Context: an optimization exercise on an open-source flow, tuned for small area, a short achievable clock period and few clock cycles. The choices shown serve that exercise and are no tape-out recipe. RTL that was checked went through simulation tests only; none was proved equivalent to the original. Function not checked in runs 1, 2 and 4 to 6: the RTL went through the layout flow alone. No activity file was given, so power comes from the tool's default toggle rates.

==> flow/run.sh <==
#!/bin/bash
# synth_recipe.tcl (not shown) runs the flow's synth.tcl, then flattens the netlist and writes it again
# the make line also repeats each setting of config.mk as NAME=value (left out here)
make -C /OpenROAD-flow-scripts/flow DESIGN_CONFIG=/design/flow/config.mk WORK_HOME=/design/flow/orfs CLKGATE_MAP_FILE= SYNTH_SCRIPT=/design/flow/synth_recipe.tcl finish
==> flow/config.mk <==
export PLATFORM = sky130hd
export DESIGN_NAME = sha256_msg_padder
export DESIGN_NICKNAME = sha256_msg_padder
export VERILOG_FILES = /design/flow/design.v
export SDC_FILE = /design/flow/constraint.sdc
export NUM_CORES = 4
export LEC_CHECK = 0
export ABC_CLOCK_PERIOD_IN_PS = 2000
export CAP_MARGIN = 20
export CORE_MARGIN = 2
export CORE_UTILIZATION = 55
export SETUP_SLACK_MARGIN = 3.0
export SLEW_MARGIN = 20
==> flow/constraint.sdc <==
create_clock -name core_clock -period 5.0 [get_ports {Clk}]
set_input_delay 1.0000 -clock core_clock [delete_from_list [all_inputs] [get_ports {Clk}]]
set_output_delay 1.0000 -clock core_clock [all_outputs]
set_load 0.01 [all_outputs]
==> flow/design.v <==
package sha256_pkg;
  localparam int SHA_BLOCK_W   = 512;
  localparam int SHA_DIGEST_W  = 256;
  localparam int BLK_BYTES     = SHA_BLOCK_W / 8;
  localparam int LEN_FIELD_OFS = 56;
  localparam logic [7:0] PAD_BYTE = 8'h80;
  typedef enum logic [1:0] {
    PH_DATA = 2'd0,    
    PH_PAD  = 2'd1,    
    PH_LEN  = 2'd2     
  } pad_phase_t;
endpackage
import sha256_pkg::*;
module sha256_blk_buf (
  input  logic                   Clk,
  input  logic                   shift,      
  input  logic [7:0]             in_byte,
  input  logic                   load,       
  output logic [SHA_BLOCK_W-1:0] rd_data
);
  logic [SHA_BLOCK_W-1:0] stage_q;
  logic [SHA_BLOCK_W-1:0] out_q;
  always_ff @(posedge Clk) begin
    if (shift) begin
      stage_q <= {stage_q[SHA_BLOCK_W-9:0], in_byte};
    end
    if (load) begin
      out_q <= stage_q;
    end
  end
  assign rd_data = out_q;
endmodule
import sha256_pkg::*;
module sha256_msg_padder #(
  parameter int LEN_W   = 64,
  parameter int TIMEOUT = 4096
) (
  input  logic                   Clk,
  input  logic                   Rst,
  input  logic [7:0]             i_Byte,
  input  logic                   i_fValid,
  input  logic                   i_fLast,
  output logic                   o_fReady,
  output logic [SHA_BLOCK_W-1:0] o_Data,
  output logic                   o_fStart,
  output logic                   o_fFirst,
  input  logic                   i_fDone,
  output logic                   o_fMsgDone,
  output logic                   o_fErr
);
  localparam int TMO_W  = $clog2(TIMEOUT) + 1;    
  localparam int HI_W   = LEN_W - 9;              
  localparam int CH_W   = 8;                      
  localparam int N_CH   = (HI_W + CH_W - 1) / CH_W;
  sha256_pkg::pad_phase_t ph_q, ph_d;
  logic              need80_q, need80_d;
  logic [5:0]        pos_q, pos_d;           
  logic              full_q, full_d;         
  logic              s_final_q, s_final_d;   
  logic              first_pend_q, first_pend_d;
  logic              ready_q, ready_d;
  logic [5:0]        lo_q, lo_d;             
  logic [HI_W-1:0]   hi_q, hi_d;             
  logic [N_CH-1:0]   cy_q, cy_d;             
  logic              hi_ones_q;
  logic              start_q, out_q, out_d;
  logic              r_first_q, r_final_q;
  logic [TMO_W-1:0]  tcnt_q, tcnt_d;
  logic              msgdone_q, err_q, err_d;
  logic              accept, shift, xfer, ack, tmo, flush, near_tmo, len_end, clr, inc;
  logic [7:0]        in_byte, len_byte;
  logic [63:0]       len_field;
  assign len_field = {hi_q, lo_q, 3'b000};
  assign len_byte  = len_field[63 - 8*pos_q[2:0] -: 8];
  sha256_blk_buf u_buf (
    .Clk     (Clk),
    .shift   (shift),
    .in_byte (in_byte),
    .load    (xfer),
    .rd_data (o_Data)
  );
  always_comb begin
    accept   = i_fValid & ready_q;
    ack      = out_q & i_fDone;
    tmo      = out_q & ~i_fDone & tcnt_q[TMO_W-1];
    near_tmo = out_q & ~i_fDone & (tcnt_q == TMO_W'(TIMEOUT - 1));
    flush    = tmo & ~r_final_q;
    xfer     = full_q & (~(start_q | out_q) | ack);
    shift    = (ph_q == PH_DATA) ? accept : ~full_q;
    len_end  = (ph_q == PH_LEN) & shift & (pos_q == 6'd63);
    clr      = flush | len_end;
    inc      = (ph_q == PH_DATA) & accept;
    case (ph_q)
      PH_DATA: in_byte = i_Byte;
      PH_PAD:  in_byte = need80_q ? PAD_BYTE : 8'h00;
      default: in_byte = len_byte;
    endcase
    ph_d     = ph_q;
    need80_d = need80_q;
    case (ph_q)
      PH_DATA: if (accept && i_fLast) begin
        ph_d     = PH_PAD;
        need80_d = 1'b1;
      end
      PH_PAD: if (shift) begin
        need80_d = 1'b0;
        if (pos_q == 6'(LEN_FIELD_OFS - 1)) ph_d = PH_LEN;
      end
      default: if (len_end) ph_d = PH_DATA;
    endcase
    pos_d        = shift ? pos_q + 6'd1 : pos_q;
    full_d       = (shift & (pos_q == 6'd63)) | (full_q & ~xfer);
    s_final_d    = len_end | (s_final_q & ~xfer);
    first_pend_d = xfer ? s_final_q : first_pend_q;
    if (flush) begin
      ph_d         = PH_DATA;
      need80_d     = 1'b0;
      pos_d        = '0;
      full_d       = 1'b0;
      s_final_d    = 1'b0;
      first_pend_d = 1'b1;
    end
    ready_d = (ph_d == PH_DATA) & ~full_d & ~near_tmo;
    lo_d = lo_q + 6'(inc);
    hi_d = hi_inc;
    cy_d = cy_nxt;
    if (clr) begin
      lo_d = '0;
      hi_d = '0;
      cy_d = '0;
    end
    out_d  = start_q | (out_q & ~i_fDone & ~tcnt_q[TMO_W-1]);
    tcnt_d = xfer ? '0 : (out_q ? tcnt_q + TMO_W'(1) : tcnt_q);
    err_d  = err_q | tmo | (inc & (lo_q == 6'd63) & hi_ones_q);
  end
  logic [HI_W-1:0] hi_inc;
  logic [N_CH-1:0] cy_nxt;
  for (genvar c = 0; c < N_CH; c++) begin : g_hi
    localparam int W = (c == N_CH - 1) ? HI_W - CH_W * c : CH_W;
    logic cin;
    if (c == 0) begin : g_c0
      assign cin = inc & (lo_q == 6'd63);
    end else begin : g_cn
      assign cin = cy_q[c];
    end
    assign hi_inc[CH_W*c +: W] = hi_q[CH_W*c +: W] + W'(cin);
    if (c + 1 < N_CH) begin : g_cy
      assign cy_nxt[c + 1] = cin & (&hi_q[CH_W*c +: W]);
    end
  end
  assign cy_nxt[0] = 1'b0;
  always_ff @(posedge Clk or posedge Rst) begin
    if (Rst) begin
      ph_q         <= PH_DATA;
      need80_q     <= 1'b0;
      pos_q        <= '0;
      full_q       <= 1'b0;
      s_final_q    <= 1'b0;
      first_pend_q <= 1'b1;
      ready_q      <= 1'b1;
      lo_q         <= '0;
      hi_q         <= '0;
      cy_q         <= '0;
      hi_ones_q    <= 1'b0;
      start_q      <= 1'b0;
      out_q        <= 1'b0;
      msgdone_q    <= 1'b0;
      err_q        <= 1'b0;
    end else begin
      ph_q         <= ph_d;
      need80_q     <= need80_d;
      pos_q        <= pos_d;
      full_q       <= full_d;
      s_final_q    <= s_final_d;
      first_pend_q <= first_pend_d;
      ready_q      <= ready_d;
      lo_q         <= lo_d;
      hi_q         <= hi_d;
      cy_q         <= cy_d;
      hi_ones_q    <= &hi_q;
      start_q      <= xfer;
      out_q        <= out_d;
      msgdone_q    <= ack & r_final_q;
      err_q        <= err_d;
    end
  end
  always_ff @(posedge Clk) begin
    if (xfer) begin
      r_first_q <= first_pend_q;
      r_final_q <= s_final_q;
    end
    tcnt_q <= tcnt_d;
  end
  assign o_fReady   = ready_q;
  assign o_fStart   = start_q;
  assign o_fFirst   = r_first_q;
  assign o_fMsgDone = msgdone_q;
  assign o_fErr     = err_q;
endmodule
==> flow_summary.json, run 1 <==
{
  "vdd_drop_max_mv": 0.287,
  "final_common_cell": "edfxtp_1",
  "slowest_stage": "edfxtp_1",
  "finClkSkew_ns": 0.0166,
  "vias_per_cell": 5.35,
  "pwr_density_cell_nw_per_um2": 392,
  "leakage_nw": 18.3,
  "final_antenna_net_count": 0,
  "core_area_sq_um": 64600,
  "globalRouteMet1Util_pct": 32.0,
  "hold_buffers": 0,
  "min_period_ns": 2.34,
  "synth_seq_cells": 1124,
  "status": "timing/DRC/antenna clean",
  "syn_avg_cell_area_sq_um": 23.6,
  "synth_async_sr_flop_share_pct": 7.56,
  "syn_to_final_growth_pct": 28.2,
  "cts_tree": "yes",
  "critPathTopFamily": "flip-flops",
  "critPathArrivalTime_ns": 1.34,
  "cts_buffer_depth": 3,
  "final_hold_viol_count": 0,
  "initial_core_util_pct": 55.6,
  "dp.cells": 2906,
  "cp-start-kind": "register",
  "slew-limit-headroom_pct": 50.4,
  "clkTransAtPathRegs_ns": 0.06,
  "die-area_sq_um": 67400,
  "htreeDepth": 3,
  "fin_cells": 3214,
  "grt_util_met2_pct": 39.3,
  "diodes": 0,
  "worstPathRequired_ns": 4.00,
  "antenna_found_initial": 3,
  "finalSetupTns_ns": 0,
  "final_cell_mix": "edfxtp_1, buf_2, clkbuf_16",
  "holdWs_ns": 0.417,
  "grt_use_met3_pct": 5.20,
  "syn_nets": 1555,
  "critPathKind": "reg2out",
  "cp-endpoint": "o_Data[195]",
  "post_dp_cell_area_sq_um": 42500,
  "grtUsageTotal_pct": 23.7,
  "fp.dieH_microns": 260,
  "drt_iter0_drc": 1687,
  "crit_path_cell_trace": "buf_2",
  "dr.pass1.iters": 5,
  "regToRegStartpoint": "ready_q$_DFF_PP1_",
  "ys.flop_type": "edfxtp_1",
  "hold_class": "reg2reg",
  "end_kind": "output port",
  "setup_violations": 0,
  "io_buffers": 529,
  "route.vias.total": 17203,
  "ios": 530,
  "tightest_slew_ns": 0.744,
  "fin_area_sq_um": 46100,
  "worst-r2r-cell-count": 10,
  "drc_errors": 0,
  "synthDistinctLibCells": 55,
  "drv_cap": 0,
  "crit_cells": 1,
  "timing.rr.end": "hi_q[6]$_DFF_PP0_",
  "num_rows": 93,
  "grt_max_degree": 87,
  "gr-max-usage-layer": "met2",
  "crit_buf_inv": 1,
  "fin_crit_sh_pct": 46.9,
  "max_freq_mhz": 427,
  "syn-cell-area_sq_um": 35900,
  "grt_pass1_vias": 16507,
  "die_width_microns": 260,
  "ys.warnings.count": 2,
  "critPathLaunch": "u_buf.out_q[195]$_DFFE_PP_",
  "grt-ovfl-total": 0,
  "postSynthCellCount": 1523,
  "drive_above_1_share_pct": 36.8,
  "hpwl_microns": 51600,
  "routed_wl_microns": 84700,
  "grt_first_pass_wirelength_microns": 114000,
  "rrSetupSlack_ns": 2.87,
  "cts_root_buffer": "clkbuf_16",
  "nNetsFinal": 2306,
  "gp_congestion": 0.872,
  "drv_slew": 0,
  "synth_seq_area_share_pct": 92.4,
  "cts_inserted_buffers": 105,
  "rsz0062_at_grt": "yes",
  "cts_sinks": 1124,
  "synth_edf_count": 1026,
  "critPathMaxFanout": 1,
  "clk_latency_ns": 0.65,
  "wire_per_inst_microns": 26.4,
  "critPathMaxStageDelay_ns": 0.50
}
## flip-flops by register name, indices dropped and copies added, names as in the netlist
register,count
hi_ones_q,1
u_buf.stage_q,512
pos_q,6
s_final_q,1
r_first_q,1
u_buf.out_q,512
lo_q,6
cy_q,6
full_q,1
first_pend_q,1
hi_q,55
need80_q,1
ready_q,1
msgdone_q,1
out_q,1
start_q,1
ph_q,2
tcnt_q,13
r_final_q,1
err_q,1
## metal layers
layer / share of wire, % / vias up
met3: 7.3 / 122
met4: 2.5 / 2
met2: 51 / 725
met1: 39 / 8827
li1: - / 7527
met5: 0.013 / -
## through the flow
stage	util [%]	power, mW	worst slack (ns)
final	71.3	18.0	2.66
after detailed placement	65.7	10.3	1.55
after CTS	69.3	18.2	2.62
after floorplan	-	10.3	1.36
after global placement	65.7	10.3	1.58
after global routing	71.3	18.6	2.63
## cell usage after synthesis (2+ instances only)
master / count / area, sq um
nor2b_1: 3 / 18.8
a31oi_1: 9 / 56.3
and4_1: 3 / 26.3
buf_4: 2 / 15.0
a221o_1: 5 / 50.1
or3_1: 3 / 18.8
a21oi_1: 17 / 85.1
o21ai_0: 6 / 30.0
nand2_1: 27 / 101
nor2_1: 86 / 323
dfrtp_1: 83 / 2080
mux4_2: 8 / 180
and2_1: 2 / 12.5
mux2_2: 5 / 56.3
edfxtp_1: 1026 / 30800
inv_1: 7 / 26.3
nand4_1: 20 / 125
o211ai_1: 5 / 37.5
and3_1: 30 / 188
dfstp_2: 2 / 52.6
nand2b_1: 2 / 12.5
o21bai_1: 2 / 15.0
nor4_1: 6 / 37.5
mux2i_1: 5 / 50.1
dfxtp_1: 13 / 260
xnor2_1: 38 / 333
buf_2: 6 / 30.0
o2bb2ai_1: 3 / 26.3
nand3_1: 20 / 100
nor3_1: 4 / 20.0
o2111ai_1: 2 / 17.5
clkbuf_1: 4 / 15.0
buf_6: 6 / 67.6
ha_1: 19 / 238
xor2_1: 24 / 210
## final cells by class
cell class | instances | area (sq um)
clock buffer | 126 | 2800
clock inverter | 66 | 662
fill | 4010 | 18500
inverter | 9 | 48.8
multi-input combinational | 380 | 2940
sequential | 1124 | 33200
tap | 855 | 1070
timing repair buffer | 654 | 5340
## power by group
group | internal (mW) | leakage (nW) | switching [mW]
Sequential | 10.1 | 11.7 | 0
Combinational | 0.00861 | 4.89 | 0.0158
Clock | 4.61 | 1.70 | 3.31
## how the worst min path moves through the flow
stage,from,to,slack (ns),cells past startpoint
2_1_floorplan,u_buf.stage_q[504]$_DFFE_PN_,u_buf.out_q[504]$_DFFE_PP_,0.40,0
3_3_place_gp,u_buf.stage_q[511]$_DFFE_PN_,u_buf.out_q[511]$_DFFE_PP_,0.40,0
3_5_place_dp,u_buf.stage_q[504]$_DFFE_PN_,u_buf.out_q[504]$_DFFE_PP_,0.40,0
4_1_cts,u_buf.stage_q[511]$_DFFE_PN_,u_buf.out_q[511]$_DFFE_PP_,0.42,0
5_1_grt,u_buf.stage_q[511]$_DFFE_PN_,u_buf.out_q[511]$_DFFE_PP_,0.42,0
6_report,u_buf.stage_q[506]$_DFFE_PN_,u_buf.out_q[506]$_DFFE_PP_,0.42,0
## kinds of logic (layout without fill, tap and decap cells)
kind of cell,after synthesis,after routing,share of synthesized area [%]
adder cells (fa/ha/maj),19,19,0.662
XOR/XNOR,62,62,1.51
AND/OR/NAND/NOR,216,224,3.09
multiplexers,18,18,0.797
flip-flops,1124,1124,92.4
AO/OA/AOI/OAI,56,57,1.08
buffers and inverters,28,855,0.470
## worst register-to-register path, stage by stage, from the launching register on
cell and delay, ns:
dfstp_2 0.55, buf_6 0.10, buf_6 0.09, nand4bb_4 0.20
nor3_4 0.33, ha_4 0.20, ha_4 0.13, nand3_2 0.10
nor2_2 0.14, xnor2_1 0.13, nor2_1 0.05
## timing repair
item / 4_1_cts / 5_1_grt
setup buffers: 39 / 31
pin swaps: 8 / 13
resized for setup: 2263 / 109
gates cloned: 18 / 28
setup endpoints to repair: 1599 / 1477
==> inputs of run 2 (changes only) <==
--- a/flow/config.mk
+++ b/flow/config.mk
@@ -7,6 +7,5 @@
 export LEC_CHECK = 0
-export ABC_CLOCK_PERIOD_IN_PS = 2000
 export CAP_MARGIN = 20
 export CORE_MARGIN = 2
-export CORE_UTILIZATION = 55
+export CORE_UTILIZATION = 40
 export SETUP_SLACK_MARGIN = 3.0
==> run 2 against run 1 <==
  * Clock skew up 0.0087 ns
  * Sequential power about the same
  * Worst hold slack better by 0.0072 ns
  * Sequential cell count unchanged
  * Final area up 0.38%
  * Via count down 2.0%
  * Critical path type unchanged
  * Synthesized cell count unchanged
  * Die area up 37%
  * Wire length down 7.4%
  * Sequential share of layout area down 0.28 points
  * Clock power up 8.3%
  * First-iteration DRC count down 18%
==> flow_summary.json, run 2 <==
{
  "status": "timing/DRC/antenna clean",
  "synth_common_cells": "edfxtp_1, nor2_1, dfrtp_1",
  "fp.dieH_microns": 304,
  "cts_root_buffer": "clkbuf_16",
  "final_antenna_net_count": 0,
  "syn_to_final_growth_pct": 28.7,
  "worstPathRequired_ns": 4.00,
  "pwr_density_cell_nw_per_um2": 405,
  "pwr-share-clk_pct": 45.9,
  "synth_async_sr_flop_share_pct": 7.56,
  "regToRegStartpoint": "ready_q$_DFF_PP1_",
  "initial_core_util_pct": 40.5,
  "switching_share_pct": 18.6,
  "synthMuxAreaShare_pct": 0.797,
  "nNetsFinal": 2291,
  "critPathMaxFanout": 2,
  "fin_crit_sh_pct": 46.2,
  "worst-r2r-cell-count": 10,
  "holdWs_ns": 0.425,
  "end_kind": "output port",
  "max_freq_mhz": 433,
  "dp.cells": 3231,
  "die-area_sq_um": 92300,
  "vdd_drop_max_mv": 0.292,
  "finClkSkew_ns": 0.0253,
  "critPathKind": "reg2out",
  "critPathArrivalTime_ns": 1.31,
  "crit_buf_inv": 1,
  "cp-start-kind": "register",
  "syn_avg_cell_area_sq_um": 23.6,
  "crit_path_cell_trace": "buf_6",
  "synthAdderAreaFrac_pct": 0.662,
  "wire_per_inst_microns": 22.3,
  "critPathTopFamily": "flip-flops",
  "nFillCells": 7030,
  "final_cell_mix": "edfxtp_1, buf_2, clkbuf_16",
  "cts_buffer_depth": 3,
  "p_sw_mw": 3.48,
  "ys.warnings.count": 2,
  "synth_xor_area_share_pct": 1.51,
  "grt_max_degree": 59,
  "synth_edf_count": 1026,
  "diodes": 0,
  "dr.pass1.iters": 5,
  "ios": 530,
  "pre_cts_slack_ns": 1.57,
  "drc_errors": 0,
  "clkTransAtPathRegs_ns": 0.06,
  "clk_latency_ns": 0.67,
  "route.vias.total": 16858,
  "setup_violations": 0,
  "seqPwrFrac_pct": 54.0,
  "slew-limit-headroom_pct": 38.3,
  "ys.flop_type": "edfxtp_1",
  "rrSetupSlack_ns": 2.96,
  "cts_inserted_buffers": 109,
  "routed_wl_microns": 78400,
  "hpwl_microns": 47800,
  "rsz0062_at_grt": "yes",
  "synthSimpleGateAreaFrac_pct": 3.09,
  "gp_congestion": 0.807,
  "core_area_sq_um": 88600,
  "comb_power_share_pct": 0.1,
  "die_width_microns": 304,
  "drt_iter0_drc": 1387,
  "timing.rr.end": "hi_q[6]$_DFF_PP0_",
  "reg_top3": "u_buf.out_q (512), u_buf.stage_q (512), hi_q (55)",
  "synth_seq_cells": 1124,
  "cts_sinks": 1124,
  "p_int_mw": 15.2,
  "synth_top_family_by_area": "simple AND/OR/NAND/NOR gates",
  "final_common_cell": "edfxtp_1",
  "num_rows": 109,
  "final_hold_viol_count": 0,
  "drv_slew": 0,
  "synth_seq_area_share_pct": 92.4,
  "leakage_nw": 18.2,
  "fin_cells": 3517,
  "critPathMaxStageDelay_ns": 0.55,
  "yosysMostFrequentCell": "edfxtp_1",
  "syn-cell-area_sq_um": 35900,
  "synth_top_area_cell": "edfxtp_1",
  "min_period_ns": 2.31,
  "vias_per_cell": 4.79,
  "grt_first_pass_wirelength_microns": 113000,
  "finalSetupTns_ns": 0,
  "drive_above_1_share_pct": 36.3,
  "tightest_slew_ns": 0.924,
  "grtUsageTotal_pct": 16.4,
  "postSynthCellCount": 1523,
  "drv_cap": 0,
  "holdPathEnd": "u_buf.out_q[504]$_DFFE_PP_",
  "synthDistinctLibCells": 55,
  "hold_class": "reg2reg",
  "grt_pass1_vias": 17083,
  "htreeDepth": 3,
  "antenna_found_initial": 1,
  "synth_area_leaders": "edfxtp_1, dfrtp_1, xnor2_1, nor2_1, dfxtp_1",
  "slowest_stage": "dfstp_2",
  "syn_nets": 1555,
  "io_buffers": 529,
  "synth-compound-area-share_pct": 1.08,
  "cts_tree": "yes",
  "min_from": "u_buf.stage_q[504]$_DFFE_PN_",
  "timing.final.ws_setup_ns": 2.69,
  "synth_top_area_share_pct": 85.7,
  "hold_depth": 0,
  "grt-ovfl-total": 0
}
==> run 2: cell counts after synthesis <==
Identical to the previous run, type by type.
==> run 2: routing by layer <==
metal,routed length [microns],GRT usage [%]
met4,1980,4.84
met1,32000,20.9
met5,0,0
met2,38500,26.9
met3,6010,5.40
==> run 2: final cells by class <==
cell class                 count  area, sq um  share of cell area [%]
clock buffer                 131         2840                    6.14
clock inverter                73          978                    2.12
inverter                       9         46.3                   0.100
multi-input combinational    379         2920                    6.31
sequential                  1124        33200                    71.8
tap                         1165         1460                    3.15
timing repair buffer         636         4800                    10.4
==> run 2: power groups by stage <==
| stage | sequential (mW) | clock (mW) | combinational, mW |
|---|---|---|---|
| 3_3_place_gp | 10.3 | 0 | 0.0263 |
| 2_1_floorplan | 10.3 | 0 | 0.0102 |
| 3_5_place_dp | 10.3 | 0 | 0.0269 |
| 4_1_cts | 10.1 | 8.79 | 0.0266 |
| 5_1_grt | 10.1 | 9.16 | 0.0287 |
| 6_report | 10.1 | 8.58 | 0.0254 |
==> run 2: stage by stage <==
step	total power [mW]	util, %	area [sq um]
2_1_floorplan	10.3	-	36000
3_3_place_gp	10.3	48.5	43000
4_1_cts	18.9	51.5	45600
3_5_place_dp	10.3	48.5	43000
6_report	18.7	52.2	46300
5_1_grt	19.3	52.2	46300
==> run 2: kinds of logic after synthesis <==
family | after synthesis
compound gates | 56
xor+xnor | 62
fa+ha+maj | 19
buf+inv | 28
flops | 1124
mux | 18
simple gates | 216
==> run 2: how the worst max path moves through the flow <==
stage                                           from                    endpoint  slack [ns]  cells past startpoint
final                              ready_q$_DFF_PP1_                    o_fReady        2.69                      1
after detailed placement                    i_fValid          hi_q[27]$_DFF_PP0_        1.57                      6
after CTS                 u_buf.out_q[363]$_DFFE_PP_                 o_Data[363]        2.61                      1
after global routing               ready_q$_DFF_PP1_                    o_fReady        2.63                      1
after floorplan                             i_fValid  u_buf.stage_q[0]$_DFFE_PN_        1.36                      2
after global placement                      i_fValid           hi_q[6]$_DFF_PP0_        1.59                      9
==> run 2: what timing repair did <==
action,in CTS,in global routing
setup buffers,40,14
hold endpoints to repair,0,0
endpoints found under the setup margin,1639,1085
hold buffers,0,0
resized for setup,2187,98
gates cloned,23,5
pin swaps,13,13
==> inputs of run 3 (changes only) <==
--- a/flow/design.v
+++ b/flow/design.v
@@ -132,3 +132,3 @@
     out_d  = start_q | (out_q & ~i_fDone & ~tcnt_q[TMO_W-1]);
-    tcnt_d = xfer ? '0 : (out_q ? tcnt_q + TMO_W'(1) : tcnt_q);
+    tcnt_d = start_q ? '0 : (out_q ? tcnt_q + TMO_W'(1) : tcnt_q);
     err_d  = err_q | tmo | (inc & (lo_q == 6'd63) & hi_ones_q);
--- a/flow/config.mk
+++ b/flow/config.mk
@@ -10,3 +10,2 @@
 export CORE_UTILIZATION = 40
-export SETUP_SLACK_MARGIN = 3.0
 export SLEW_MARGIN = 20
==> run 3 against run 2 <==
  * Clock power down 5.5%
  * Cell count down 2.4%
  * Sequential share of layout area down 0.40 points
  * Critical path type unchanged
  * Largest cell class unchanged
  * First-iteration DRC count down 12%
  * Critical endpoint is now o_fStart
  * Via count down 3.9%
==> flow_summary.json, run 3 <==
{
  "status": "timing/DRC/antenna clean",
  "holdWs_ns": 0.407,
  "die-area_sq_um": 92200,
  "regToRegStartpoint": "ph_q[1]$_DFF_PP0_",
  "route.vias.total": 16199,
  "grt_first_pass_wirelength_microns": 104000,
  "final_antenna_net_count": 0,
  "num_rows": 109,
  "switching_share_pct": 18.5,
  "fin_area_sq_um": 46500,
  "ys.flop_type": "edfxtp_1",
  "ios": 530,
  "io_buffers": 529,
  "syn_avg_cell_area_sq_um": 23.6,
  "critPathMaxStageDelay_ns": 0.67,
  "synth_top_area_share_pct": 85.8,
  "yosysMostFrequentCell": "edfxtp_1",
  "hpwl_microns": 47500,
  "clk_latency_ns": 0.67,
  "cts_buffer_depth": 3,
  "final_cell_mix": "edfxtp_1, clkdlybuf4s50_1, clkbuf_16",
  "synth_area_leaders": "edfxtp_1, dfrtp_1, xnor2_1, nor2_1, dfxtp_1",
  "drv_slew": 0,
  "ys.warnings.count": 2,
  "grt_pass1_vias": 16432,
  "synth_seq_area_share_pct": 92.4,
  "comb_power_share_pct": 0.1,
  "p_sw_mw": 3.37,
  "hold_class": "reg2reg",
  "cts_tree": "yes",
  "end_kind": "output port",
  "post-route-util_pct": 52.5,
  "cts_root_buffer": "clkbuf_16",
  "drt_iter0_drc": 1218,
  "vias_per_cell": 4.72,
  "gr-max-usage-layer": "met2",
  "drc_errors": 0,
  "vdd_drop_max_mv": 0.271,
  "critPathArrivalTime_ns": 1.99,
  "syn-cell-area_sq_um": 35900,
  "slew-limit-headroom_pct": 39.1,
  "die_width_microns": 304,
  "clkTransAtPathRegs_ns": 0.06,
  "pre_cts_slack_ns": 1.44,
  "finalSetupTns_ns": 0,
  "cts_setup_buffers": 0,
  "cts_sinks": 1124,
  "grtUsageTotal_pct": 14.8,
  "rsz0062_at_grt": "no",
  "syn_nets": 1556,
  "rrSetupSlack_ns": 2.16,
  "drive_above_1_share_pct": 9.40,
  "drv_cap": 0,
  "slowest_stage": "clkdlybuf4s50_1",
  "synth_async_sr_flop_share_pct": 7.56,
  "pwr-share-clk_pct": 44.5,
  "hold_buffers": 0,
  "synth_top_area_cell": "edfxtp_1",
  "wire_per_inst_microns": 20.4,
  "post_dp_cell_area_sq_um": 42900,
  "htreeDepth": 3,
  "final_hold_viol_count": 0,
  "max_freq_mhz": 335,
  "min_period_ns": 2.99,
  "nNetsFinal": 2205,
  "initial_core_util_pct": 40.5,
  "cts_inserted_buffers": 107,
  "grt_max_degree": 125,
  "dr.pass1.iters": 4,
  "pwr_density_cell_nw_per_um2": 392,
  "gp_congestion": 0.799,
  "holdPathEnd": "u_buf.out_q[508]$_DFFE_PP_",
  "timing.final.ws_setup_ns": 2.01,
  "globalRouteMet1Util_pct": 19.0,
  "critPathKind": "reg2out",
  "grt_util_met2_pct": 25.0,
  "fp.dieH_microns": 304,
  "seqPwrFrac_pct": 55.4,
  "diodes": 0,
  "reg_top3": "u_buf.out_q (512), u_buf.stage_q (512), hi_q (55)",
  "crit_buf_inv": 1,
  "finClkSkew_ns": 0.0247,
  "p_int_mw": 14.9,
  "min_from": "u_buf.stage_q[508]$_DFFE_PN_",
  "leakage_nw": 16.7,
  "critPathTopFamily": "buffers and inverters",
  "worst-r2r-cell-count": 5,
  "synth_seq_cells": 1124,
  "final_common_cell": "edfxtp_1",
  "routed_wl_microns": 70100,
  "antenna_found_initial": 1,
  "syn_to_final_growth_pct": 29.4,
  "dp.cells": 3229,
  "critPathMaxFanout": 16,
  "cp-start-kind": "register",
  "postSynthCellCount": 1524,
  "synth_common_cells": "edfxtp_1, nor2_1, dfrtp_1",
  "grt-ovfl-total": 0,
  "core_area_sq_um": 88600,
  "timing.rr.end": "hi_q[30]$_DFF_PP0_",
  "worstPathRequired_ns": 4.00,
  "grt_use_met3_pct": 3.83,
  "fin_cells": 3431,
  "synth_edf_count": 1026,
  "total_power_mw": 18.2,
  "fin_crit_sh_pct": 59.8,
  "synthDistinctLibCells": 54,
  "hold_depth": 0,
  "cts_resized": 0,
  "setup_violations": 0,
  "crit_path_cell_trace": "clkdlybuf4s50_1",
  "tightest_slew_ns": 0.914
}
run 3: changes by cell type after synthesis:
cell	before	now
nand2_1	27	28
buf_2	6	5
nor3b_2	1	0
clkbuf_1	4	6
inv_1	7	8
nand3b_1	1	2
nand2b_1	2	1
buf_4	2	1
run 3: layer usage:
layer  part of all wire, %  routed length [microns]  vias to the layer above
met2                    50                    35200                      556
met3                   6.6                     4600                       89
li1                      -                        -                     7294
met4                   1.9                     1310                        0
met5                     0                        0                        -
met1                    41                    29000                     8260
run 3: layout make-up:
class / count / area, sq um
clock buffer: 133 / 2790
clock inverter: 69 / 808
fill: 6852 / 42100
inverter: 10 / 45.0
multi-input combinational: 371 / 2580
sequential: 1124 / 33200
tap: 1165 / 1460
timing repair buffer: 559 / 5620
run 3: cell families after synthesis:
kind of cell | Yosys count | synth area share, %
adder cells (fa/ha/maj) | 19 | 0.662
flip-flops | 1124 | 92.4
multiplexers | 18 | 0.798
buffers and inverters | 29 | 0.467
AND/OR/NAND/NOR | 216 | 3.07
AO/OA/AOI/OAI | 56 | 1.08
XOR/XNOR | 62 | 1.51
run 3: how the worst max path moves through the flow:
| stage | end | depth (start not counted) | slack, ns | startpoint |
|---|---|---|---|---|
| final | o_fStart | 1 | 2.01 | start_q$_DFF_PP0_ |
| after global routing | o_fStart | 1 | 1.92 | start_q$_DFF_PP0_ |
| after CTS | o_fStart | 1 | 1.95 | start_q$_DFF_PP0_ |
| after detailed placement | u_buf.out_q[255]$_DFFE_PP_ | 6 | 1.44 | i_fDone |
| after global placement | u_buf.out_q[295]$_DFFE_PP_ | 6 | 1.48 | i_fDone |
| after floorplan | r_final_q$_DFFE_PP_ | 3 | -4.47 | i_fDone |
run 3: worst register-to-register path, stage by stage (launching register included):
cell       delay [ns]
dfrtp_1          0.81
nand4bb_4        0.35
inv_4            0.07
o2111ai_2        0.75
nand2_4          0.47
nor2_1           0.30
run 3: power by group through the flow:
stage | logic, mW | registers, mW | clock network, mW
4_1_cts | 0.0263 | 10.1 | 8.34
3_5_place_dp | 0.0261 | 10.3 | 0
5_1_grt | 0.0286 | 10.1 | 8.70
6_report | 0.0249 | 10.1 | 8.11
2_1_floorplan | 0.0106 | 10.3 | 0
3_3_place_gp | 0.0257 | 10.3 | 0
Testbench counts of run 3, summed over its fixed seeds: cycles 56,712.
==> inputs of run 4 (changes only) <==
--- a/flow/design.v
+++ b/flow/design.v
@@ -132,3 +132,3 @@
     out_d  = start_q | (out_q & ~i_fDone & ~tcnt_q[TMO_W-1]);
-    tcnt_d = start_q ? '0 : (out_q ? tcnt_q + TMO_W'(1) : tcnt_q);
+    tcnt_d = xfer ? '0 : (out_q ? tcnt_q + TMO_W'(1) : tcnt_q);
     err_d  = err_q | tmo | (inc & (lo_q == 6'd63) & hi_ones_q);
@@ -140,7 +140,3 @@
     logic cin;
-    if (c == 0) begin : g_c0
-      assign cin = inc & (lo_q == 6'd63);
-    end else begin : g_cn
-      assign cin = cy_q[c];
-    end
+    assign cin = cy_q[c];
     assign hi_inc[CH_W*c +: W] = hi_q[CH_W*c +: W] + W'(cin);
@@ -150,3 +146,3 @@
   end
-  assign cy_nxt[0] = 1'b0;
+  assign cy_nxt[0] = inc & (lo_q == 6'd63);
   always_ff @(posedge Clk or posedge Rst) begin
@@ -159,3 +155,3 @@
       first_pend_q <= 1'b1;
-      ready_q      <= 1'b1;
+      ready_q      <= 1'b0;
       lo_q         <= '0;
--- a/flow/config.mk
+++ b/flow/config.mk
@@ -9,3 +9,4 @@
 export CORE_MARGIN = 2
-export CORE_UTILIZATION = 40
+export CORE_UTILIZATION = 55
+export SETUP_SLACK_MARGIN = 3.0
 export SLEW_MARGIN = 20
==> run 4 against run 3 <==
  * Sequential power grew 65%
  * Global-route usage grew 8.6 points
  * Core utilization grew 17 points
  * Critical endpoint is now o_Data[171]
==> flow_summary.json, run 4 <==
{
  "worstPathRequired_ns": 4.00,
  "wire_per_inst_microns": 25.6,
  "post_dp_cell_area_sq_um": 42500,
  "synth_seq_area_share_pct": 92.3,
  "max_freq_mhz": 430,
  "grt_first_pass_wirelength_microns": 113000,
  "fin_crit_sh_pct": 46.5,
  "synth_top_area_share_pct": 85.6,
  "final_antenna_net_count": 0,
  "drive_above_1_share_pct": 34.0,
  "syn_nets": 1557,
  "fp.dieH_microns": 260,
  "critPathMaxFanout": 1,
  "die_width_microns": 260,
  "critPathMaxStageDelay_ns": 0.49,
  "clk_latency_ns": 0.66,
  "post-route-util_pct": 69.9,
  "hold_class": "reg2reg",
  "slew-limit-headroom_pct": 56.4,
  "synthDistinctLibCells": 54,
  "drc_errors": 0,
  "final_cell_mix": "edfxtp_1, buf_2, buf_6",
  "cts_tree": "yes",
  "drv_cap": 0,
  "vdd_drop_max_mv": 0.877,
  "dp.cells": 2907,
  "syn_avg_cell_area_sq_um": 23.6,
  "gp_congestion": 0.862,
  "holdWs_ns": 0.420,
  "dr.pass1.iters": 5,
  "slowest_stage": "edfxtp_1",
  "finalSetupTns_ns": 0,
  "final_hold_viol_count": 0,
  "min_from": "u_buf.stage_q[506]$_DFFE_PN_",
  "num_rows": 93,
  "io_buffers": 529,
  "holdPathEnd": "u_buf.out_q[506]$_DFFE_PP_",
  "fin_area_sq_um": 45200,
  "synth_common_cells": "edfxtp_1, dfrtp_1, nor2_1",
  "cp-start-kind": "register",
  "core_area_sq_um": 64600,
  "cts_inserted_buffers": 106,
  "htreeDepth": 3,
  "syn-cell-area_sq_um": 36000,
  "hold_depth": 0,
  "nNetsFinal": 2252,
  "synth_area_leaders": "edfxtp_1, dfrtp_1, xor2_1, nor2_1, dfxtp_1",
  "end_kind": "output port",
  "tightest_slew_ns": 0.654,
  "worst-r2r-cell-count": 5,
  "hpwl_microns": 51900,
  "postSynthCellCount": 1525,
  "hold_buffers": 0,
  "crit_buf_inv": 1,
  "cts_root_buffer": "clkbuf_16",
  "grt_pass1_vias": 16510,
  "finClkSkew_ns": 0.0194,
  "ys.warnings.count": 2,
  "grt_util_met2_pct": 37.6,
  "leakage_nw": 16.4,
  "synth_seq_cells": 1125,
  "routed_wl_microns": 81000,
  "ios": 530,
  "rsz0062_at_grt": "yes",
  "diodes": 0,
  "synth_top_area_cell": "edfxtp_1",
  "critPathKind": "reg2out",
  "drv_slew": 0,
  "route.vias.total": 16743,
  "cts_buffer_depth": 3,
  "reg_top3": "u_buf.out_q (512), u_buf.stage_q (512), hi_q (55)",
  "grtUsageTotal_pct": 23.4,
  "syn_to_final_growth_pct": 25.5,
  "min_period_ns": 2.32,
  "globalRouteMet1Util_pct": 31.7,
  "synth_async_sr_flop_share_pct": 7.64,
  "clkTransAtPathRegs_ns": 0.06,
  "critPathArrivalTime_ns": 1.32,
  "setup_violations": 0,
  "fin_cells": 3163,
  "rrSetupSlack_ns": 3.00,
  "grt_use_met3_pct": 5.46,
  "gr-max-usage-layer": "met2",
  "antenna_found_initial": 1,
  "yosysMostFrequentCell": "edfxtp_1",
  "regToRegStartpoint": "out_q$_DFF_PP0_",
  "pwr_density_cell_nw_per_um2": 625,
  "vias_per_cell": 5.29,
  "die-area_sq_um": 67500,
  "drt_iter0_drc": 1433,
  "grt_max_degree": 108,
  "ys.flop_type": "edfxtp_1",
  "initial_core_util_pct": 55.7,
  "grt-ovfl-total": 0,
  "cts_sinks": 1125,
  "crit_path_cell_trace": "buf_2",
  "final_common_cell": "edfxtp_1",
  "timing.rr.end": "u_buf.out_q[97]$_DFFE_PP_",
  "synth_edf_count": 1026,
  "status": "timing/DRC/antenna clean",
  "critPathTopFamily": "flip-flops"
}
[run 4: timing repair]
action | CTS | global route
buffers inserted | 28 | 8
cloned | 12 | 12
setup endpoints to repair | 1602 | 1298
pin swaps | 8 | 7
resized for setup | 2283 | 61
[run 4: layout make-up]
type                       count  area (sq um)
clock buffer                 140          2870
multi-input combinational    375          2750
timing repair buffer         604          4680
fill                        4087         19400
tap                          855          1070
inverter                       8          36.3
sequential                  1125         33200
clock inverter                56           537
[run 4: metal layers]
layer,part of all wire (%),routed length [microns]
met4,3.1,2500
met1,40,32800
met2,50,40200
met5,0.070,57
met3,6.8,5520
[run 4: worst max-delay path by stage]
stage	to	slack, ns	from	cells after the start
finish	o_Data[171]	2.68	u_buf.out_q[171]$_DFFE_PP_	1
global route	o_Data[363]	2.63	u_buf.out_q[363]$_DFFE_PP_	1
CTS	o_Data[363]	2.65	u_buf.out_q[363]$_DFFE_PP_	1
global placement	u_buf.stage_q[421]$_DFFE_PN_	1.67	i_fValid	4
floorplan	u_buf.stage_q[0]$_DFFE_PN_	1.37	i_fValid	2
detailed placement	u_buf.stage_q[376]$_DFFE_PN_	1.60	i_fValid	4
[run 4: cells by family after synthesis]
| family | Yosys count | share of synthesized area, % |
|---|---|---|
| simple gates | 219 | 3.15 |
| fa+ha+maj | 19 | 0.661 |
| buf+inv | 28 | 0.435 |
| xor+xnor | 63 | 1.55 |
| flops | 1125 | 92.3 |
| mux | 18 | 0.796 |
| compound gates | 53 | 1.07 |
[run 4: stage by stage]
step | setup slack, ns | power, mW
final | 2.68 | 28.2
after global routing | 2.63 | 29.4
after CTS | 2.65 | 28.1
after detailed placement | 1.60 | 19.8
after global placement | 1.67 | 19.6
after floorplan | 1.37 | 18.1
[run 4: report_power, final]
group | switching, mW | internal, mW | leakage, nW
clock | 3.28 | 4.51 | 1.66
sequential | 1.64 | 15.0 | 10.8
combinational | 2.39 | 1.41 | 3.92
total | 7.30 | 20.9 | 16.4
==> inputs of run 5 (changes only) <==
--- a/flow/config.mk
+++ b/flow/config.mk
@@ -9,3 +9,5 @@
 export CORE_MARGIN = 2
-export CORE_UTILIZATION = 55
+export CORE_UTILIZATION = 40
+export CTS_CLUSTER_DIAMETER = 150
+export CTS_CLUSTER_SIZE = 30
 export SETUP_SLACK_MARGIN = 3.0
==> run 5 against run 4 <==
  * Non-clock buffer count is 4 lower
  * Sequential cell count stayed put
  * Synthesized cell count stayed put
  * Total power is 12% lower
  * Register-to-register slack better by 0.06 ns
  * Clock skew is 0.0078 ns higher
  * Global-route usage is 8.0 points lower
  * Final area is 5.0% lower
  * Worst setup slack better by 0.022 ns
  * Largest cell class unchanged
==> flow_summary.json, run 5 <==
{
  "status": "timing/DRC/antenna clean",
  "cts_tree": "yes",
  "critPathMaxStageDelay_ns": 0.50,
  "p_sw_mw": 6.69,
  "routed.top_layer": "met4",
  "dr.pass1.iters": 5,
  "dr_wl_met2_microns": 36000,
  "htreeDepth": 2,
  "synth_async_sr_flop_share_pct": 7.64,
  "critPathArrivalTime_ns": 1.30,
  "yosysMostFrequentCell": "edfxtp_1",
  "rsz0062_at_grt": "yes",
  "final_antenna_net_count": 0,
  "finClkSkew_ns": 0.0272,
  "hpwl_microns": 47500,
  "synth_edf_count": 1026,
  "syn_avg_cell_area_sq_um": 23.6,
  "syn_to_final_growth_pct": 19.2,
  "io_buffers": 529,
  "postSynthCellCount": 1525,
  "tightest_slew_ns": 0.599,
  "synth_top_area_cell": "edfxtp_1",
  "nNetsFinal": 2186,
  "reg_top3": "u_buf.out_q (512), u_buf.stage_q (512), hi_q (55)",
  "ios": 530,
  "drive_above_1_share_pct": 31.3,
  "wire_per_inst_microns": 21.8,
  "syn-cell-area_sq_um": 36000,
  "fin_crit_sh_pct": 46.0,
  "hold_buffers": 0,
  "pre_cts_slack_ns": 1.45,
  "cts_buffer_depth": 3,
  "leakage_nw": 15.1,
  "synth_area_leaders": "edfxtp_1, dfrtp_1, xor2_1, nor2_1, dfxtp_1",
  "critPathKind": "reg2out",
  "synthDistinctLibCells": 54,
  "grt_max_degree": 65,
  "cts_sinks": 1125,
  "critPathTopFamily": "flip-flops",
  "critPathMaxFanout": 1,
  "grt_first_pass_wirelength_microns": 107000,
  "hold_class": "reg2reg",
  "wl_met1_microns": 31100,
  "pwr_density_cell_nw_per_um2": 577,
  "ys.flop_type": "edfxtp_1",
  "seqPwrFrac_pct": 67.5,
  "fp.dieH_microns": 304,
  "vias_per_cell": 4.78,
  "core_area_sq_um": 89600,
  "slew-limit-headroom_pct": 60.1,
  "wl_met3_microns": 4670,
  "vdd_drop_max_mv": 0.324,
  "grt-ovfl-total": 0,
  "drc_errors": 0,
  "diodes": 0,
  "cts_root_buffer": "clkbuf_16",
  "grtUsageTotal_pct": 15.4,
  "syn_nets": 1557,
  "ys.warnings.count": 2,
  "switching_share_pct": 27.0,
  "nFillCells": 7429,
  "setup_violations": 0,
  "route.vias.total": 16031,
  "drv_cap": 0,
  "grt_pass1_vias": 16164,
  "num_rows": 110,
  "final_hold_viol_count": 0,
  "slowest_stage": "edfxtp_1",
  "synth_common_cells": "edfxtp_1, dfrtp_1, nor2_1",
  "end_kind": "output port",
  "clkTransAtPathRegs_ns": 0.10,
  "crit_buf_inv": 1,
  "p_int_mw": 18.1,
  "synth_top_area_share_pct": 85.6,
  "crit_path_cell_trace": "buf_2",
  "final_cell_mix": "edfxtp_1, buf_2, dfrtp_1",
  "die_width_microns": 304,
  "comb_power_share_pct": 15.4,
  "clk_latency_ns": 0.62,
  "pwr-share-clk_pct": 17.1,
  "synth_seq_cells": 1125,
  "cp-start-kind": "register",
  "cts_inserted_buffers": 43,
  "timing.final.ws_setup_ns": 2.70,
  "max_freq_mhz": 434,
  "die-area_sq_um": 92400,
  "worstPathRequired_ns": 4.00,
  "gp_congestion": 0.817,
  "drt_iter0_drc": 1359,
  "finalSetupTns_ns": 0,
  "drv_slew": 0,
  "min_period_ns": 2.30,
  "final_common_cell": "edfxtp_1",
  "antenna_found_initial": 1,
  "routed_wl_microns": 73000,
  "initial_core_util_pct": 40.2,
  "synth_seq_area_share_pct": 92.3
}
-- run 5: cell counts after synthesis --
No cell type changed its count.
-- run 5: worst paths after layout --
path                       slack [ns]                            to  cells past startpoint                         start
max                              2.70                   o_Data[310]                      1    u_buf.out_q[310]$_DFFE_PP_
min                              0.43    u_buf.out_q[510]$_DFFE_PP_                      0  u_buf.stage_q[510]$_DFFE_PN_
max in group asynchronous        3.25          pos_q[1]$_DFFE_PP0P_                      3                           Rst
max reg2reg                      3.06  u_buf.stage_q[470]$_DFFE_PN_                      5             ph_q[1]$_DFF_PP0_
min reg2reg                      0.43    u_buf.out_q[510]$_DFFE_PP_                      0  u_buf.stage_q[510]$_DFFE_PN_
min in group asynchronous        0.79          need80_q$_DFFE_PP0P_                      2                           Rst
-- run 5: routing by layer --
metal	vias to the layer above	track usage, %
li1	7176	-
met1	8280	20.6
met2	504	25.7
met3	71	3.73
met4	0	2.92
met5	-	0
-- run 5: power by group through the flow --
| stage | Combinational [mW] | Sequential [mW] | Clock (mW) |
|---|---|---|---|
| after global routing | 4.16 | 17.0 | 4.70 |
| after global placement | 3.01 | 16.8 | 0 |
| after CTS | 3.80 | 16.7 | 4.41 |
| after detailed placement | 3.13 | 16.9 | 0 |
| final | 3.82 | 16.7 | 4.23 |
| after floorplan | 1.80 | 16.3 | 0 |
-- run 5: timing repair --
item	CTS	global route
pin swaps	6	4
gates cloned	10	2
setup endpoints to repair	1683	959
resized for setup	2163	59
setup buffers	25	3
-- run 5: kinds of logic (layout without fill, tap and decap cells) --
| group | Yosys count | after routing | synth area share (%) |
|---|---|---|---|
| multiplexers | 18 | 18 | 0.796 |
| XOR/XNOR | 63 | 63 | 1.55 |
| AND/OR/NAND/NOR | 219 | 223 | 3.15 |
| buffers and inverters | 28 | 677 | 0.435 |
| flip-flops | 1125 | 1125 | 92.3 |
| AO/OA/AOI/OAI | 53 | 53 | 1.07 |
| adder cells (fa/ha/maj) | 19 | 19 | 0.661 |
-- run 5: layout make-up --
| type | count | area, sq um | area share (%) |
|---|---|---|---|
| well taps | 1176 | 1470 | 3.43 |
| clock inverters | 3 | 48.8 | 0.114 |
| repair buffers | 600 | 4170 | 9.71 |
| flip-flops and latches | 1125 | 33200 | 77.5 |
| multi-input cells | 376 | 2790 | 6.50 |
| inverters | 8 | 36.3 | 0.0846 |
| clock buffers | 66 | 1160 | 2.71 |
-- run 5: metrics by stage --
step	instances	cell area, sq um	util [%]	hold slack, ns	power (mW)
6_report	3354	42900	47.9	0.430	24.7
5_1_grt	3354	42900	47.9	0.443	25.9
4_1_cts	3349	42600	47.6	0.432	24.9
3_5_place_dp	3245	43100	48.1	0.406	20.0
3_3_place_gp	3245	43100	48.1	0.403	19.8
2_1_floorplan	1525	36100	-	0.400	18.1
==> inputs of run 6 (changes only) <==
--- a/flow/config.mk
+++ b/flow/config.mk
@@ -9,3 +9,3 @@
 export CORE_MARGIN = 2
-export CORE_UTILIZATION = 40
+export CORE_UTILIZATION = 60
 export CTS_CLUSTER_DIAMETER = 150
==> run 6 against run 5 <==
  * Largest power group unchanged
  * Non-clock buffer count rose by 12
  * Register-to-register slack got worse by 0.04 ns
  * Sequential power barely moved
  * Still clean
  * Sequential share of layout area fell by 0.24 points
  * Critical endpoint is now o_Data[358]
==> flow_summary.json, run 6 <==
{
  "status": "timing/DRC/antenna clean",
  "drv_slew": 0,
  "post-route-util_pct": 72.8,
  "pwr-share-clk_pct": 17.1,
  "grt_max_degree": 85,
  "grt_use_met3_pct": 5.55,
  "setup_violations": 0,
  "routed_wl_microns": 76200,
  "synth_edf_count": 1026,
  "wire_per_inst_microns": 25.8,
  "critPathKind": "reg2out",
  "switching_share_pct": 26.5,
  "reg_top3": "u_buf.out_q (512), u_buf.stage_q (512), hi_q (55)",
  "p_sw_mw": 6.50,
  "route.vias.total": 16341,
  "ys.warnings.count": 2,
  "hold_class": "reg2reg",
  "final_common_cell": "edfxtp_1",
  "synth_seq_cells": 1125,
  "final_antenna_net_count": 0,
  "hpwl_microns": 48800,
  "pwr_density_cell_nw_per_um2": 571,
  "globalRouteMet1Util_pct": 31.0,
  "end_kind": "output port",
  "finClkSkew_ns": 0.0286,
  "core_area_sq_um": 59100,
  "fin_crit_sh_pct": 46.0,
  "htreeDepth": 2,
  "critPathTopFamily": "flip-flops",
  "gr-max-usage-layer": "met2",
  "clkTransAtPathRegs_ns": 0.11,
  "synthDistinctLibCells": 54,
  "rrSetupSlack_ns": 3.02,
  "grt_first_pass_wirelength_microns": 106000,
  "vias_per_cell": 5.53,
  "synth_top_area_cell": "edfxtp_1",
  "timing.rr.end": "u_buf.out_q[445]$_DFFE_PP_",
  "cts_root_buffer": "clkbuf_16",
  "nNetsFinal": 2196,
  "cts_buffer_depth": 3,
  "rsz0062_at_grt": "yes",
  "crit_path_cell_trace": "buf_2",
  "final_hold_viol_count": 0,
  "cts_inserted_buffers": 43,
  "syn_to_final_growth_pct": 19.6,
  "crit_buf_inv": 1,
  "cp-start-kind": "register",
  "fp.dieH_microns": 249,
  "cts_tree": "yes",
  "critPathMaxFanout": 1,
  "critPathMaxStageDelay_ns": 0.49,
  "clk_latency_ns": 0.62,
  "total_power_mw": 24.6,
  "timing.final.ws_setup_ns": 2.70,
  "synth_async_sr_flop_share_pct": 7.64,
  "synth_seq_area_share_pct": 92.3,
  "max_freq_mhz": 435,
  "final_cell_mix": "edfxtp_1, buf_2, buf_6",
  "holdPathEnd": "u_buf.out_q[506]$_DFFE_PP_",
  "finalSetupTns_ns": 0,
  "tightest_slew_ns": 0.546,
  "num_rows": 89,
  "seqPwrFrac_pct": 67.6,
  "min_period_ns": 2.30,
  "p_int_mw": 18.1,
  "syn_avg_cell_area_sq_um": 23.6,
  "ys.flop_type": "edfxtp_1",
  "grtUsageTotal_pct": 23.7,
  "worst-r2r-cell-count": 8,
  "dr.pass1.iters": 5,
  "drt_iter0_drc": 1431,
  "synth_area_leaders": "edfxtp_1, dfrtp_1, xor2_1, nor2_1, dfxtp_1",
  "min_from": "u_buf.stage_q[506]$_DFFE_PN_",
  "vdd_drop_max_mv": 0.396,
  "regToRegStartpoint": "start_q$_DFF_PP0_",
  "drc_errors": 0,
  "slowest_stage": "edfxtp_1",
  "die-area_sq_um": 61900,
  "yosysMostFrequentCell": "edfxtp_1",
  "drive_above_1_share_pct": 31.5,
  "grt_pass1_vias": 15798,
  "grt-ovfl-total": 0,
  "hold_depth": 0,
  "worstPathRequired_ns": 4.00,
  "ios": 530,
  "comb_power_share_pct": 15.3,
  "initial_core_util_pct": 60.8,
  "antenna_found_initial": 1,
  "io_buffers": 529,
  "postSynthCellCount": 1525,
  "syn_nets": 1557,
  "hold_buffers": 0,
  "drv_cap": 0,
  "synth_common_cells": "edfxtp_1, dfrtp_1, nor2_1",
  "syn-cell-area_sq_um": 36000,
  "critPathArrivalTime_ns": 1.30,
  "synth_top_area_share_pct": 85.6,
  "slew-limit-headroom_pct": 63.6,
  "grt_util_met2_pct": 40.3,
  "die_width_microns": 249,
  "leakage_nw": 15.4,
  "pre_cts_slack_ns": 1.72,
  "gp_congestion": 0.829,
  "diodes": 0,
  "cts_sinks": 1125
}
-- run 6: layout make-up --
cell class | instances | area (sq um)
multi-input cells | 374 | 2740
flip-flops and latches | 1125 | 33200
repair buffers | 612 | 4870
inverters | 8 | 36.3
fillers | 3580 | 16100
well taps | 773 | 967
clock buffers | 60 | 1180
clock inverters | 1 | 16.3
-- run 6: worst max-delay path by stage --
stage / cells past startpoint / startpoint / slack, ns / end
floorplan: 2 / i_fValid / 1.37 / u_buf.stage_q[0]$_DFFE_PN_
global placement: 5 / i_fDone / 1.79 / cy_q[3]$_DFF_PP0_
detailed placement: 5 / i_fDone / 1.72 / cy_q[4]$_DFF_PP0_
CTS: 1 / u_buf.out_q[209]$_DFFE_PP_ / 2.67 / o_Data[209]
global route: 1 / u_buf.out_q[209]$_DFFE_PP_ / 2.67 / o_Data[209]
finish: 1 / u_buf.out_q[358]$_DFFE_PP_ / 2.70 / o_Data[358]
-- run 6: power groups by stage --
stage	clock network (mW)	logic (mW)	registers, mW
4_1_cts	4.33	3.54	16.6
3_5_place_dp	0	3.00	16.8
6_report	4.21	3.75	16.6
3_3_place_gp	0	2.90	16.6
5_1_grt	4.62	4.04	16.9
2_1_floorplan	0	1.80	16.3
-- run 6: timing repair --
item,in CTS,in global routing
gates cloned,12,17
pin swaps,5,1
setup buffers,26,9
gates resized for setup,2258,99
endpoints found under the setup margin,1629,1303
-- run 6: layer usage --
metal,routed length (microns),up-vias
met1,29600,8508
met3,5570,83
met5,0,-
met4,1950,0
li1,-,7203
met2,39000,547
-- run 6: metrics by stage --
stage	area [sq um]	std cells	hold WS, ns
after detailed placement	42400	2828	0.405
after global placement	42400	2827	0.401
after global routing	43000	2953	0.437
final	43000	2953	0.427
after CTS	42200	2927	0.429
after floorplan	36100	1525	0.400
-- run 6: cells by family after synthesis --
logic type / count (synthesis) / share of synthesized area (%)
flip-flops: 1125 / 92.3
AND/OR/NAND/NOR: 219 / 3.15
XOR/XNOR: 63 / 1.55
AO/OA/AOI/OAI: 53 / 1.07
buffers and inverters: 28 / 0.435
adder cells (fa/ha/maj): 19 / 0.661
multiplexers: 18 / 0.796
==> inputs of run 7 (changes only) <==
--- a/flow/design.v
+++ b/flow/design.v
@@ -65,2 +65,3 @@
   logic              hi_ones_q;
+  logic              live_q;                 
   logic              start_q, out_q, out_d;
@@ -90,3 +91,3 @@
     len_end  = (ph_q == PH_LEN) & shift & (pos_q == 6'd63);
-    clr      = flush | len_end;
+    clr      = flush | len_end | ~live_q;
     inc      = (ph_q == PH_DATA) & accept;
@@ -156,6 +157,3 @@
       ready_q      <= 1'b0;
-      lo_q         <= '0;
-      hi_q         <= '0;
-      cy_q         <= '0;
-      hi_ones_q    <= 1'b0;
+      live_q       <= 1'b0;
       start_q      <= 1'b0;
@@ -172,6 +170,3 @@
       ready_q      <= ready_d;
-      lo_q         <= lo_d;
-      hi_q         <= hi_d;
-      cy_q         <= cy_d;
-      hi_ones_q    <= &hi_q;
+      live_q       <= 1'b1;
       start_q      <= xfer;
@@ -181,2 +176,8 @@
     end
+  end
+  always_ff @(posedge Clk) begin
+    lo_q      <= lo_d;
+    hi_q      <= hi_d;
+    cy_q      <= cy_d;
+    hi_ones_q <= &hi_q;
   end
--- a/flow/config.mk
+++ b/flow/config.mk
@@ -9,6 +9,7 @@
 export CORE_MARGIN = 2
-export CORE_UTILIZATION = 60
+export CORE_UTILIZATION = 40
 export CTS_CLUSTER_DIAMETER = 150
 export CTS_CLUSTER_SIZE = 30
-export SETUP_SLACK_MARGIN = 3.0
+export SETUP_SLACK_MARGIN = 4.0
 export SLEW_MARGIN = 20
+export TNS_END_PERCENT = 100
==> run 7 against run 6 <==
  * Synthesized cell count grew 0.39%
  * Sequential power is 9% lower
  * Worst setup slack better by 0.044 ns
  * Final area increased by 18%
  * Die area up 48%
  * Clock skew barely moved
  * Global-route usage down 4.7 points
  * Register-to-register slack worse by 0.27 ns
  * Sequential cell count is 1 higher
  * Wire length grew 20%
  * Total power is 10% higher
  * Count of clock-buffer cells in the layout fell by 4
  * Critical path type unchanged
  * Critical endpoint is now o_Data[288]
  * Largest power group unchanged
  * Highest routed layer unchanged
==> flow_summary.json, run 7 <==
{
  "status": "timing/DRC/antenna clean",
  "core_area_sq_um": 88400,
  "tightest_slew_ns": 0.994,
  "hpwl_microns": 47100,
  "syn_to_final_growth_pct": 43.2,
  "num_rows": 109,
  "hold_depth": 0,
  "critPathMaxStageDelay_ns": 0.46,
  "io_buffers": 529,
  "pwr_density_cell_nw_per_um2": 532,
  "leakage_nw": 18.5,
  "p_sw_mw": 7.09,
  "grt-ovfl-total": 0,
  "critPathMaxFanout": 1,
  "wire_per_inst_microns": 24.4,
  "vdd_drop_max_mv": 0.332,
  "synth_edf_count": 1026,
  "switching_share_pct": 26.1,
  "hold_class": "reg2reg",
  "comb_power_share_pct": 28.7,
  "critPathArrivalTime_ns": 1.25,
  "synth_async_sr_flop_share_pct": 1.60,
  "syn_avg_cell_area_sq_um": 23.3,
  "pwr-share-clk_pct": 15.7,
  "postSynthCellCount": 1531,
  "yosysMostFrequentCell": "edfxtp_1",
  "synth_area_leaders": "edfxtp_1, dfxtp_1, dfrtp_1, nor2_1, xnor2_1",
  "final_common_cell": "edfxtp_1",
  "final_hold_viol_count": 0,
  "die_width_microns": 302,
  "rsz0062_at_grt": "yes",
  "drv_slew": 0,
  "drc_errors": 0,
  "ys.warnings.count": 2,
  "routed_wl_microns": 91000,
  "ys.flop_type": "edfxtp_1",
  "dr.pass1.iters": 7,
  "p_int_mw": 20.0,
  "worst-r2r-cell-count": 12,
  "gp_congestion": 0.789,
  "finalSetupTns_ns": 0,
  "htreeDepth": 2,
  "cts_sinks": 1126,
  "slowest_stage": "edfxtp_1",
  "setup_violations": 0,
  "clk_latency_ns": 0.62,
  "synth_top_area_cell": "edfxtp_1",
  "dp.cells": 3233,
  "final_cell_mix": "edfxtp_1, buf_2, buf_6",
  "clkTransAtPathRegs_ns": 0.11,
  "syn-cell-area_sq_um": 35600,
  "synthDistinctLibCells": 53,
  "finClkSkew_ns": 0.0287,
  "synth_common_cells": "edfxtp_1, dfxtp_1, nor2_1",
  "diodes": 0,
  "ios": 530,
  "end_kind": "output port",
  "min_period_ns": 2.25,
  "drt_iter0_drc": 1254,
  "crit_buf_inv": 1,
  "seqPwrFrac_pct": 55.7,
  "drv_cap": 0,
  "initial_core_util_pct": 40.3,
  "die-area_sq_um": 91400,
  "cts_root_buffer": "clkbuf_16",
  "synth_top_area_share_pct": 86.5,
  "critPathTopFamily": "flip-flops",
  "cts_tree": "yes",
  "nNetsFinal": 2578,
  "fp.dieH_microns": 302,
  "crit_cells": 1,
  "drive_above_1_share_pct": 47.5,
  "cts_buffer_depth": 3,
  "grt_max_degree": 32,
  "nFillCells": 6355,
  "fin_cells": 3725,
  "antenna_found_initial": 0,
  "slew-limit-headroom_pct": 33.8,
  "crit_path_cell_trace": "buf_2",
  "grt_pass1_vias": 18216,
  "worstPathRequired_ns": 4.00,
  "holdWs_ns": 0.432,
  "grtUsageTotal_pct": 19.0,
  "cp-start-kind": "register",
  "pre_cts_slack_ns": 1.34,
  "synth_seq_cells": 1126,
  "synth_seq_area_share_pct": 92.4,
  "cts_inserted_buffers": 43,
  "fin_crit_sh_pct": 45.1,
  "timing.final.ws_setup_ns": 2.75,
  "final_antenna_net_count": 0,
  "grt_first_pass_wirelength_microns": 126000,
  "reg_top3": "u_buf.out_q (512), u_buf.stage_q (512), hi_q (55)",
  "max_freq_mhz": 443,
  "syn_nets": 1563,
  "route.vias.total": 18236,
  "critPathKind": "reg2out",
  "vias_per_cell": 4.90
}
-- run 7: changes by cell type in the layout (fill, tap and decap cells not counted), sizes merged, moves of 5 or more --
cell	change
and3	+7
buf	+368
clkbuf	-8
dfrtp	-68
dfxtp	+69
nand3	+14
xnor2	+5
xor2	-5
-- run 7: repair_timing --
| item | in CTS | in global routing |
|---|---|---|
| gates cloned | 156 | 9 |
| endpoints found under the setup margin | 1668 | 1649 |
| resized for setup | 2586 | 253 |
| pin swaps | 39 | 80 |
| hold buffers | 0 | 0 |
| setup buffers | 225 | 43 |
-- run 7: routing by layer --
metal	GRT usage, %	up-vias	routed length [microns]
li1	-	8049	-
met1	24.2	9417	35400
met2	33.2	670	46900
met3	4.33	100	6680
met4	4.28	0	2060
met5	0	-	0
-- run 7: worst paths after layout --
path | from | to | slack [ns]
worst max-delay path | u_buf.out_q[288]$_DFFE_PP_ | o_Data[288] | 2.75
worst min-delay path | u_buf.stage_q[505]$_DFFE_PN_ | u_buf.out_q[505]$_DFFE_PP_ | 0.43
worst max register to register | start_q$_DFF_PP0_ | u_buf.out_q[198]$_DFFE_PP_ | 2.75
worst min register to register | u_buf.stage_q[505]$_DFFE_PN_ | u_buf.out_q[505]$_DFFE_PP_ | 0.43
max in group asynchronous | Rst | first_pend_q$_DFFE_PP1P_ | 3.97
min in group asynchronous | Rst | pos_q[2]$_DFFE_PP0P_ | 0.79
-- run 7: kinds of logic (layout without fill, tap and decap cells) --
logic type	Yosys count	after routing	synth area share, %
XOR/XNOR	63	63	1.55
AND/OR/NAND/NOR	226	241	3.24
adder cells (fa/ha/maj)	19	19	0.667
buffers and inverters	27	1041	0.365
AO/OA/AOI/OAI	51	51	0.984
flip-flops	1126	1126	92.4
multiplexers	18	18	0.804
other	1	1	0.0105
-- run 7: per-stage QoR --
stage / utilization, % / power, mW / cell area, sq um
after floorplan: - / 16.3 / 35800
after global placement: 48.3 / 17.8 / 42700
after detailed placement: 48.3 / 17.9 / 42700
after CTS: 56.0 / 26.5 / 49500
after global routing: 57.7 / 28.1 / 51000
final: 57.7 / 27.1 / 51000
-- run 7: worst register-to-register path, cell delays in order, from the launching register on --
cell and delay, ns:
dfrtp_1 0.41, buf_6 0.12, buf_6 0.10, buf_6 0.10, nor2b_4 0.12, nor3b_4 0.27
buf_4 0.19, buf_12 0.14, buf_12 0.14, buf_6 0.09, buf_6 0.09, buf_6 0.10
buf_16 0.12
-- run 7: layout make-up --
cell class | instances | area (sq um) | area share [%]
clock inverter | 3 | 48.8 | 0.0957
sequential | 1126 | 33000 | 64.7
multi-input combinational | 393 | 3560 | 6.97
clock buffer | 56 | 1120 | 2.21
timing repair buffer | 975 | 11800 | 23.1
inverter | 7 | 35.0 | 0.0687
tap | 1165 | 1460 | 2.86
-- run 7: power by group through the flow --
stage	sequential (mW)	combinational, mW	clock (mW)
after detailed placement	15.3	2.65	0
final	15.1	7.77	4.25
after floorplan	15.0	1.29	0
after global routing	15.3	8.14	4.68
after global placement	15.2	2.56	0
after CTS	15.1	7.10	4.37
Testbench counts of run 7, summed over its fixed seeds: cycles 56,712.

-- afterwards: timing with drivers on the ports --
Ports are ideal in the flow. The routed layouts listed here were re-timed in OpenROAD.
Step 1: set_driving_cell puts a clkbuf_16 on Clk and a buf_2 on each other input, an assumption about the parent block.
Step 2 moves the port delays by t, midway between the first and last clock arrival at a register: inputs arrive t later, outputs are due t later. That takes back most of the time a late clock gives input paths.
a / b / c = ideal / step 1 / step 2; a / b = the first two.
| run | t (ns) | setup slack, ns | worst data-port slew with drivers (ns) |
|---|---|---|---|
| run 1 | 0.706 | 2.656 / 2.592 / 2.242 | 0.03 |
| run 2 | 0.714 | 2.688 / 2.628 / 2.379 | 0.05 |
| run 3 | 0.708 | 2.011 / 1.953 / 1.396 | 0.06 |
| run 4 | 0.709 | 2.676 / 2.611 / 2.255 | 0.05 |
| run 5 | 0.659 | 2.698 / 2.639 / 2.342 | 0.05 |
| run 6 | 0.665 | 2.701 / 2.637 / 2.394 | 0.04 |
| run 7 | 0.664 | 2.745 / 2.684 / 2.304 | 0.12 |
After both steps setup and hold are still met in every run listed. For run 3, which loses most, drivers alone change the setup slack by -0.058 ns; drivers and shift together by -0.615 ns.
